What follows belongs to an exercise in optimizing a design on an open flow for small area; a production flow would make more cautious choices.
Only simulation tests tie the RTL to the original design; equivalence was not proved.
Power figures rest on the tool's default switching activity, not on a simulated workload.

[flow/run.sh]
#!/bin/bash
# synth_recipe.tcl (not shown) runs the flow's synth.tcl, then flattens the netlist and writes it again
# the make line also repeats each setting of config.mk as NAME=value (left out here)
make -C /OpenROAD-flow-scripts/flow DESIGN_CONFIG=/design/flow/config.mk WORK_HOME=/design/flow/orfs CLKGATE_MAP_FILE= SYNTH_SCRIPT=/design/flow/synth_recipe.tcl finish
[flow/config.mk]
export PLATFORM = sky130hd
export DESIGN_NAME = frameCam
export DESIGN_NICKNAME = frameCam
export VERILOG_FILES = /design/flow/design.v
export SDC_FILE = /design/flow/constraint.sdc
export NUM_CORES = 4
export LEC_CHECK = 0
export CAP_MARGIN = 20
export CORE_MARGIN = 2
export CORE_UTILIZATION = 40
export SLEW_MARGIN = 20
[flow/design.v]
`timescale 1ns/1ps
package frameCamPkg;
	typedef logic [7:0] busByteT;  
	typedef logic [5:0] regAddrT;  
	typedef logic [12:0] adcWordT;  
	typedef logic [9:0] pixelT;  
	typedef logic [8:0] columnT;  
	typedef logic [8:0] lineT;  
	typedef logic [17:0] hitT;
	typedef logic [30:0] stampT;  
	typedef logic [3:0] phaseT;  
	typedef enum logic {
		frameIdle,  
		frameRun  
	} frameStateT;
endpackage
`timescale 1ns/1ps
module syncFifo #(
	parameter int Width = 8,
	parameter int Depth = 16
) (
	input logic bls0we,
	input logic resadd,
	input logic push,
	input logic pop,
	input logic [Width-1:0] pushData,
	output logic [Width-1:0] head,  
	output logic empty,
	output logic full
);
	localparam int AddrWidth = (Depth > 1) ? $clog2(Depth) : 1;
	localparam int CountWidth = $clog2(Depth + 1);
	logic [Width-1:0] mem [Depth];
	logic [AddrWidth-1:0] wrPtr;
	logic [AddrWidth-1:0] rdPtr;
	logic [CountWidth-1:0] count;  
	logic doPush;
	logic doPop;
	assign doPush = push && !full;  
	assign doPop = pop && !empty;  
	always_ff @(posedge bls0we) begin
		if (doPush)
			mem[wrPtr] <= pushData;
	end
	always_ff @(posedge bls0we or posedge resadd) begin
		if (resadd) begin
			wrPtr <= '0;
			rdPtr <= '0;
			count <= '0;
		end else begin
			if (doPush)
				wrPtr <= (wrPtr == AddrWidth'(Depth - 1)) ? '0 : wrPtr + 1'b1;
			if (doPop)
				rdPtr <= (rdPtr == AddrWidth'(Depth - 1)) ? '0 : rdPtr + 1'b1;
			if (doPush && !doPop)
				count <= count + 1'b1;
			else if (doPop && !doPush)
				count <= count - 1'b1;
		end
	end
	assign head = mem[rdPtr];  
	assign empty = (count == '0);
	assign full = (count == CountWidth'(Depth));
endmodule
`timescale 1ns/1ps
module busRegs (
	input logic bls0we,
	input logic resadd,
	input logic cs,  
	input logic wr,  
	input logic oe,  
	input frameCamPkg::regAddrT adresBus,
	input frameCamPkg::busByteT dataIn,
	input logic frameDone,  
	input frameCamPkg::stampT stampCaptured,
	input logic shotSeen,
	input frameCamPkg::stampT stampHead,
	input logic stampEmpty,
	input logic stampFull,
	input frameCamPkg::hitT hitHead,
	input logic hitEmpty,
	input logic hitFull,
	output frameCamPkg::busByteT dataOut,
	output logic dataOe,
	output logic runReq,
	output logic goPulse,
	output logic timerClear,
	output frameCamPkg::pixelT threshold,
	output logic stampPop,
	output logic hitPop,
	output logic [3:0] stampWrite  
);
	logic writeEn;  
	logic ctrlWrite;  
	logic go;  
	logic mapped;  
	frameCamPkg::busByteT readByte;  
	assign writeEn = wr && !cs;
	assign ctrlWrite = writeEn && (adresBus == 6'd0);
	always_ff @(posedge bls0we or posedge resadd) begin
		if (resadd) begin
			go <= 1'b0;
			timerClear <= 1'b0;
			goPulse <= 1'b0;
			stampPop <= 1'b0;
			hitPop <= 1'b0;
		end else begin
			goPulse <= ctrlWrite && dataIn[0];  
			stampPop <= ctrlWrite && dataIn[4];  
			hitPop <= writeEn && (adresBus == 6'd18) && dataIn[4];
			if (ctrlWrite)
				timerClear <= dataIn[6];  
			if (ctrlWrite && dataIn[0])
				go <= 1'b1;  
			else if (frameDone)
				go <= 1'b0;
		end
	end
	assign runReq = go;
	assign stampWrite[0] = writeEn && (adresBus == 6'd4);
	assign stampWrite[1] = writeEn && (adresBus == 6'd5);
	assign stampWrite[2] = writeEn && (adresBus == 6'd6);
	assign stampWrite[3] = writeEn && (adresBus == 6'd7);
	always_ff @(posedge bls0we or posedge resadd) begin
		if (resadd) begin
			threshold <= '0;
		end else if (writeEn) begin
			if (adresBus == 6'd8)
				threshold[7:0] <= dataIn;
			if (adresBus == 6'd9)
				threshold[9:8] <= dataIn[1:0];  
		end
	end
	always_comb begin
		readByte = '0;
		mapped = 1'b1;
		case (adresBus)
			6'd0: readByte = {4'b0000, stampEmpty, stampFull, shotSeen, go};
			6'd4: readByte = stampCaptured[7:0];
			6'd5: readByte = stampCaptured[15:8];
			6'd6: readByte = stampCaptured[23:16];
			6'd7: readByte = {1'b0, stampCaptured[30:24]};
			6'd8: readByte = threshold[7:0];
			6'd9: readByte = {6'b000000, threshold[9:8]};
			6'd10: readByte = stampHead[7:0];
			6'd11: readByte = stampHead[15:8];
			6'd12: readByte = stampHead[23:16];
			6'd13: readByte = {1'b0, stampHead[30:24]};
			6'd14: readByte = hitHead[7:0];  
			6'd15: readByte = {7'b0000000, hitHead[8]};  
			6'd16: readByte = hitHead[16:9];  
			6'd17: readByte = {7'b0000000, hitHead[17]};  
			6'd18: readByte = {4'b0000, hitEmpty, hitFull, 2'b00};
			default: mapped = 1'b0;
		endcase
	end
	assign dataOe = !cs && !oe && mapped;  
	assign dataOut = dataOe ? readByte : '0;
endmodule
`timescale 1ns/1ps
module frameTiming (
	input logic bls0we,
	input logic resadd,
	input logic runReq,  
	output logic frameDone,  
	output frameCamPkg::phaseT phase,
	output frameCamPkg::columnT column,
	output frameCamPkg::lineT line,
	output logic activePix,  
	output logic mclock,
	output logic mfsync,
	output logic mlsync,
	output logic adcClock
);
	frameCamPkg::frameStateT state;
	logic running;
	logic tickEnd;  
	logic lineEnd;  
	logic colActive;
	logic lineActive;
	assign running = (state == frameCamPkg::frameRun);
	assign tickEnd = (phase == frameCamPkg::phaseT'(10 - 1));
	assign lineEnd = (column == frameCamPkg::columnT'(40 - 1));
	assign frameDone = running && tickEnd && lineEnd && (line == frameCamPkg::lineT'(14 - 1));
	always_ff @(posedge bls0we or posedge resadd) begin
		if (resadd) begin
			state <= frameCamPkg::frameIdle;
			phase <= '0;
			column <= '0;
			line <= '0;
			mclock <= 1'b1;  
		end else begin
			case (state)
				frameCamPkg::frameIdle: begin
					if (runReq) begin
						state <= frameCamPkg::frameRun;
						mclock <= ~mclock;  
					end
				end
				frameCamPkg::frameRun: begin
					if (frameDone) begin
						state <= frameCamPkg::frameIdle;  
						phase <= '0;
						column <= '0;
						line <= '0;
					end else if (tickEnd) begin
						phase <= '0;
						mclock <= ~mclock;  
						if (lineEnd) begin
							column <= '0;
							line <= line + 9'd1;
						end else begin
							column <= column + 9'd1;
						end
					end else begin
						phase <= phase + 4'd1;
					end
				end
				default: state <= frameCamPkg::frameIdle;
			endcase
		end
	end
	assign mfsync = !(running && (line == '0) && (column < frameCamPkg::columnT'(6)));
	assign mlsync = !(running && (column == '0));  
	assign adcClock = running && (phase >= frameCamPkg::phaseT'(2))
		&& (phase <= frameCamPkg::phaseT'(6));
	assign colActive = (column >= frameCamPkg::columnT'(11))
		&& (column < frameCamPkg::columnT'(11 + 24));
	assign lineActive = (line >= frameCamPkg::lineT'(4))
		&& (line < frameCamPkg::lineT'(4 + 8));
	assign activePix = running && colActive && lineActive;
endmodule
`timescale 1ns/1ps
module pixelCapture (
	input logic bls0we,
	input logic resadd,
	input frameCamPkg::adcWordT adcData,
	input frameCamPkg::phaseT phase,
	input frameCamPkg::columnT column,
	input frameCamPkg::lineT line,
	input logic activePix,
	input frameCamPkg::pixelT threshold,
	output logic hitPush,
	output frameCamPkg::hitT hitWord
);
	frameCamPkg::pixelT pixelReg;  
	frameCamPkg::columnT colReg;  
	frameCamPkg::lineT lineReg;
	logic sampleValid;  
	logic samplePoint;
	logic pushPoint;
	assign samplePoint = activePix && (phase == frameCamPkg::phaseT'(6));
	assign pushPoint = (phase == frameCamPkg::phaseT'(10 - 1));  
	always_ff @(posedge bls0we) begin
		if (samplePoint) begin
			pixelReg <= adcData[11:2];
			colReg <= column;
			lineReg <= line;
		end
	end
	always_ff @(posedge bls0we or posedge resadd) begin
		if (resadd)
			sampleValid <= 1'b0;
		else if (samplePoint)
			sampleValid <= 1'b1;
		else if (pushPoint)
			sampleValid <= 1'b0;  
	end
	assign hitPush = sampleValid && pushPoint && (pixelReg >= threshold);
	assign hitWord = {colReg, lineReg};  
endmodule
`timescale 1ns/1ps
module shotTimer (
	input logic bls0we,
	input logic resadd,
	input logic foto,  
	input logic ready,
	input logic timerClear,  
	input logic goPulse,  
	input logic [3:0] stampWrite,  
	input frameCamPkg::busByteT stampByte,  
	output frameCamPkg::stampT stampCaptured,
	output logic shotSeen,
	output logic stampPush,
	output frameCamPkg::stampT stampWord
);
	localparam int PreWidth = $clog2(8);
	logic [PreWidth-1:0] preCount;  
	frameCamPkg::stampT timestamp;
	logic fotoSync1;
	logic fotoSync2;
	logic fotoLast;  
	logic shotEdge;
	always_ff @(posedge bls0we or posedge resadd) begin
		if (resadd) begin
			preCount <= '0;
			timestamp <= '0;
		end else if (timerClear) begin
			preCount <= '0;
			timestamp <= '0;
		end else begin
			if (preCount == PreWidth'(8 - 1))
				preCount <= '0;
			else
				preCount <= preCount + 1'b1;
			if (stampWrite != 4'b0000) begin
				if (stampWrite[0])
					timestamp[7:0] <= stampByte;
				if (stampWrite[1])
					timestamp[15:8] <= stampByte;
				if (stampWrite[2])
					timestamp[23:16] <= stampByte;
				if (stampWrite[3])
					timestamp[30:24] <= stampByte[6:0];
			end else if (preCount == PreWidth'(8 - 1)) begin
				if (timestamp == 31'd863999999)
					timestamp <= '0;
				else
					timestamp <= timestamp + 31'd1;
			end
		end
	end
	always_ff @(posedge bls0we or posedge resadd) begin
		if (resadd) begin
			fotoSync1 <= 1'b0;
			fotoSync2 <= 1'b0;
			fotoLast <= 1'b0;
		end else begin
			fotoSync1 <= foto;
			fotoSync2 <= fotoSync1;
			fotoLast <= fotoSync2;
		end
	end
	assign shotEdge = fotoSync2 && !fotoLast && ready;  
	assign stampPush = shotEdge;
	assign stampWord = timestamp;
	always_ff @(posedge bls0we or posedge resadd) begin
		if (resadd) begin
			shotSeen <= 1'b0;
			stampCaptured <= '0;
		end else if (goPulse) begin
			shotSeen <= 1'b0;  
		end else if (shotEdge && !shotSeen) begin
			shotSeen <= 1'b1;
			stampCaptured <= timestamp;
		end
	end
endmodule
`timescale 1ns/1ps
module frameCam (
	input logic bls0we,
	input logic resadd,
	input logic cs,
	input logic wr,
	input logic oe,
	input frameCamPkg::regAddrT adresBus,
	input frameCamPkg::busByteT dataIn,
	input frameCamPkg::adcWordT adcData,
	input logic foto,
	input logic ready,
	output frameCamPkg::busByteT dataOut,
	output logic dataOe,
	output logic mclock,
	output logic mfsync,
	output logic mlsync,
	output logic adcClock
);
	logic runReq, frameDone, goPulse, timerClear;  
	frameCamPkg::pixelT threshold;
	frameCamPkg::phaseT phase;
	frameCamPkg::columnT column;
	frameCamPkg::lineT line;
	logic activePix;
	logic hitPush, hitPop, hitEmpty, hitFull;  
	frameCamPkg::hitT hitWord, hitHead;
	logic stampPush, stampPop, stampEmpty, stampFull;  
	frameCamPkg::stampT stampWord, stampHead, stampCaptured;
	logic shotSeen;
	logic [3:0] stampWrite;  
	busRegs busRegsInst (.bls0we, .resadd, .cs, .wr, .oe, .adresBus, .dataIn, .frameDone,
		.stampCaptured, .shotSeen, .stampHead, .stampEmpty, .stampFull, .hitHead,
		.hitEmpty, .hitFull, .dataOut, .dataOe, .runReq, .goPulse, .timerClear,
		.threshold, .stampPop, .hitPop, .stampWrite);
	frameTiming timingInst (.bls0we, .resadd, .runReq, .frameDone, .phase, .column,
		.line, .activePix, .mclock, .mfsync, .mlsync, .adcClock);
	pixelCapture captureInst (.bls0we, .resadd, .adcData, .phase, .column, .line,
		.activePix, .threshold, .hitPush, .hitWord);
	shotTimer timerInst (.bls0we, .resadd, .foto, .ready, .timerClear, .goPulse,
		.stampWrite, .stampByte(dataIn),
		.stampCaptured, .shotSeen, .stampPush, .stampWord);
	syncFifo #(.Width(18), .Depth(16)) hitFifo (.bls0we, .resadd,
		.push(hitPush), .pop(hitPop), .pushData(hitWord), .head(hitHead),
		.empty(hitEmpty), .full(hitFull));
	syncFifo #(.Width(31), .Depth(8)) stampFifo (.bls0we, .resadd,
		.push(stampPush), .pop(stampPop), .pushData(stampWord), .head(stampHead),
		.empty(stampEmpty), .full(stampFull));
endmodule
[flow/constraint.sdc]
create_clock -name core_clock -period 10.0 [get_ports {bls0we}]
set_input_delay 2.0000 -clock core_clock [delete_from_list [all_inputs] [get_ports {bls0we}]]
set_output_delay 2.0000 -clock core_clock [all_outputs]
set_load 0.01 [all_outputs]
==> reports/qor.txt <==
Synth Area in Simple Gates: 0.0720
Hold Vio Cnt, Final: 0
Seq/Total Area, Yosys: 0.697
# Post-CTS Setup Buffers: 0
PD cells: 202 nW/um2
Iter 0 DRT Violations: 2,024
number of synthesis warnings: 6
Non-Filler Instances: 2,806
fin nets: 1,874
first-pass GRT wire length: 107 mm
# diodes: 0
CTS Hold Bufs: 0
fill count: 6,132
CP startpoint kind: primary input
worst setup path class: in -> out
largest family of logic cells by synthesized area: multiplexers
Clock Path Buffers: 3
initial core utilization: 0.405
clk sinks: 696
RSZ-0062 raised after global routing: false
root buffer cell: clkbuf_16
RR Endpoint: hitFifo.count[4]
die width: 273 um
post-DP HPWL: 43.1 mm
Crit Reg-Reg Startpoint: busRegsInst.threshold[3]
Adder-Cell Fraction of Synth Area: 0.0164
Worst setup endpoint: dataOut[0]
Port Buffers: 43
final WL: 71.6 mm
Worst Clk Skew: 0.0240 ns
largest fanout on the critical path: 9
WL per Instance: 25.5 um
placed cells: 2,683
share of cells above drive strength 1: 0.200
Core Area: 71,600 um2
crit path DAT: 5.96 ns
Final period util: 0.796
DR vias: 16,311
post-synthesis mux area share: 0.134
antenna violations before repair: 1
Num CTS Buffers: 69
setup TNS: 0 ns
Synth Area in Compound Gates: 0.0545
top post-synthesis cells by area: edfxtp_1 58%, dfrtp_1 11%, mux4_2 11%
vias in the first global route: 16,514
Worst Path Required: 8.00 ns
Antenna Nets Post-Route: 0
post-synthesis async set-or-reset flop share: 0.190
GPL Wtd Cong: 0.886
Cell Rows: 98
status: timing/DRC/antenna clean
# IOs: 47
DRC: 0
clk latency of the worst-skew pair: 0.62 ns
Layout area overhead: 13.8%
Clock Pin Slew Worst Setup and Hold Paths: 0.06 ns
Avg Cell Area, Syn: 16.8 um2
static leakage: 10.3 nW
f_max: 126 MHz
Yosys top cell area share: 0.583
Final Critical Period: 7.96 ns
Worst setup EP type: primary output
Congestion Overflow GR: 0
Post-synth EDFFs: 564
Syn Inst Count: 1,732
CTS resizes: 0
max-cap viol count: 0
Post-Syn Nets: 1,802
Worst Setup SP: adresBus[5]
FF+latch count, synth: 696
Tot GR Track Use: 0.194
Die H: 273 um
r2r setup slk: 6.45 ns
pin count of the biggest net entering global routing: 80
Final setup viols: 0
worst vdd ir: 0.146 mV
area share of xor/xnor cells in the synthesized design: 0.00815
Synth area leader: edfxtp_1
actual slew at the worst max-slew pin: 1.12 ns
number of iterations in the first detailed-routing pass: 6
die area: 74,700 um2
FF-to-FF path depth: 16
TritonCTS clock tree: yes
Max Slew Vio Count: 0
Post-Synthesis Cell Area: 29,000 um2
Most used DFF post-synth: edfxtp_1
worst relative slew slack: 0.250
Netlist cell types: 77
vias per cell: 5.81
worst min path class: reg -> reg
CTS H-tree depth: 3
cell usage after synthesis (all sizes together), types with 11 or more instances:
cell,number
a21o,14
a21oi,51
a22oi,11
a31oi,17
and3,18
buf,34
clkbuf,52
dfrtp,131
edfxtp,564
ha,34
inv,38
mux2,44
mux2i,27
mux4,139
nand2,120
nand2b,15
nand3,50
nand4,15
nor2,66
nor2b,12
nor3,31
o21ai,61
o31ai,11
xnor2,20
placed cells by master, fill, tap and decap left out, types with 11 or more instances in the layout:
| master | n |
|---|---|
| inv_1 | 37 |
| clkbuf_16 | 71 |
| nand2b_1 | 15 |
| nor3_1 | 25 |
| and3_1 | 18 |
| clkinv_1 | 11 |
| nor2b_1 | 12 |
| a21oi_1 | 51 |
| buf_4 | 44 |
| mux2i_1 | 27 |
| dfrtp_1 | 126 |
| mux4_2 | 139 |
| edfxtp_1 | 564 |
| o31ai_1 | 11 |
| mux2_2 | 44 |
| ha_1 | 34 |
| xnor2_1 | 20 |
| nand4_1 | 15 |
| nand3_1 | 48 |
| a22oi_1 | 11 |
| clkdlybuf4s50_1 | 43 |
| o21ai_0 | 61 |
| a31oi_1 | 17 |
| nand2_1 | 119 |
| clkbuf_1 | 16 |
| a21o_1 | 14 |
| nor2_1 | 57 |
area by class of cell:
| type | instances | area (um2) | share of cell area |
|---|---|---|---|
| Inverter | 38 | 148 | 0.00447 |
| Clock buffer | 91 | 1890 | 0.0573 |
| Tap cell | 950 | 1190 | 0.0360 |
| Multi-Input combinational cell | 912 | 8460 | 0.256 |
| Clock inverter | 32 | 324 | 0.00981 |
| Sequential cell | 696 | 20300 | 0.613 |
| Timing Repair Buffer | 87 | 761 | 0.0230 |
metal layers:
metal,part of all wire,global-route usage,vias to the layer above
li1,-,-,7048
met1,0.43,0.280,8503
met2,0.46,0.298,646
met3,0.081,0.0377,112
met4,0.024,0.0623,2
met5,0.00021,0,-
critical path, stage by stage:
cell             delay [ns]
clkdlybuf4s50_1        0.60
or4b_1                 0.77
nor3_2                 0.70
a22oi_1                0.24
and3_1                 0.23
and4_1                 0.19
a41oi_1                0.56
clkdlybuf4s50_1        0.67
stage by stage:
stage	utilization	area, um2	hold WS [ns]	worst slack [ns]	total power (W)
2_1_floorplan	-	29000	0.331	4.26	0.00388
3_3_place_gp	0.430	30800	0.340	2.18	0.00413
3_5_place_dp	0.430	30800	0.355	2.09	0.00416
4_1_cts	0.461	33000	0.368	2.09	0.00672
5_1_grt	0.461	33000	0.383	1.88	0.00691
6_report	0.461	33000	0.361	2.04	0.00668
power breakdown:
part / internal, W / switching (W)
clock network: 0.00149 / 0.00108
registers: 0.00335 / 0.000290
logic: 0.000215 / 0.000259
registers in the layout (all words and copies together) (netlist names), 5 cells and up:
name / cells
busRegsInst.threshold: 10
captureInst.colReg: 9
captureInst.lineReg: 9
captureInst.pixelReg: 10
hitFifo.count: 5
hitFifo.mem: 288
stampFifo.mem: 248
timerInst.stampCaptured: 31
timerInst.timestamp: 31
timingInst.column: 9
timingInst.line: 9
how the worst min path moves through the flow:
stage	cells past startpoint	endpoint	slack, ns	from
after global placement	0	timerInst.fotoSync2	0.34	timerInst.fotoSync1
after global routing	0	timerInst.fotoSync2	0.38	timerInst.fotoSync1
after detailed placement	0	timerInst.fotoSync2	0.35	timerInst.fotoSync1
after floorplan	0	timerInst.fotoSync2	0.33	timerInst.fotoSync1
final	0	timerInst.fotoSync2	0.36	timerInst.fotoSync1
after CTS	0	timerInst.fotoSync2	0.37	timerInst.fotoSync1
cell families (layout without fill, tap and decap cells):
logic type	Yosys count	after routing
multiplexers	210	210
XOR/XNOR	27	27
AND/OR/NAND/NOR	397	397
buffers and inverters	124	248
AO/OA/AOI/OAI	241	241
flip-flops	696	696
adder cells (fa/ha/maj)	37	37

[re-timing with driven ports]
The flow's constraints put no driver on any port. The routed layout listed below was extracted and timed again, unchanged, in two steps.
Step 1 assumes that a clkbuf_16 drives the clock port and a buf_2 every other input.
Step 2 also shifts input and output timing later by t, the mid clock arrival at the registers, as if the neighbouring blocks saw the same clock.
Slacks: no drivers / after step 1 / after step 2; pairs: no drivers / after step 1.
t (ns): 0.655
setup slack, ns: 2.040 / 2.015 / 2.015
clock arrival spread, ns: 0.026 / 0.025
After both steps setup and hold are still met in this run. For this run, drivers alone change the setup slack by -0.025 ns; drivers and shift together by -0.025 ns.
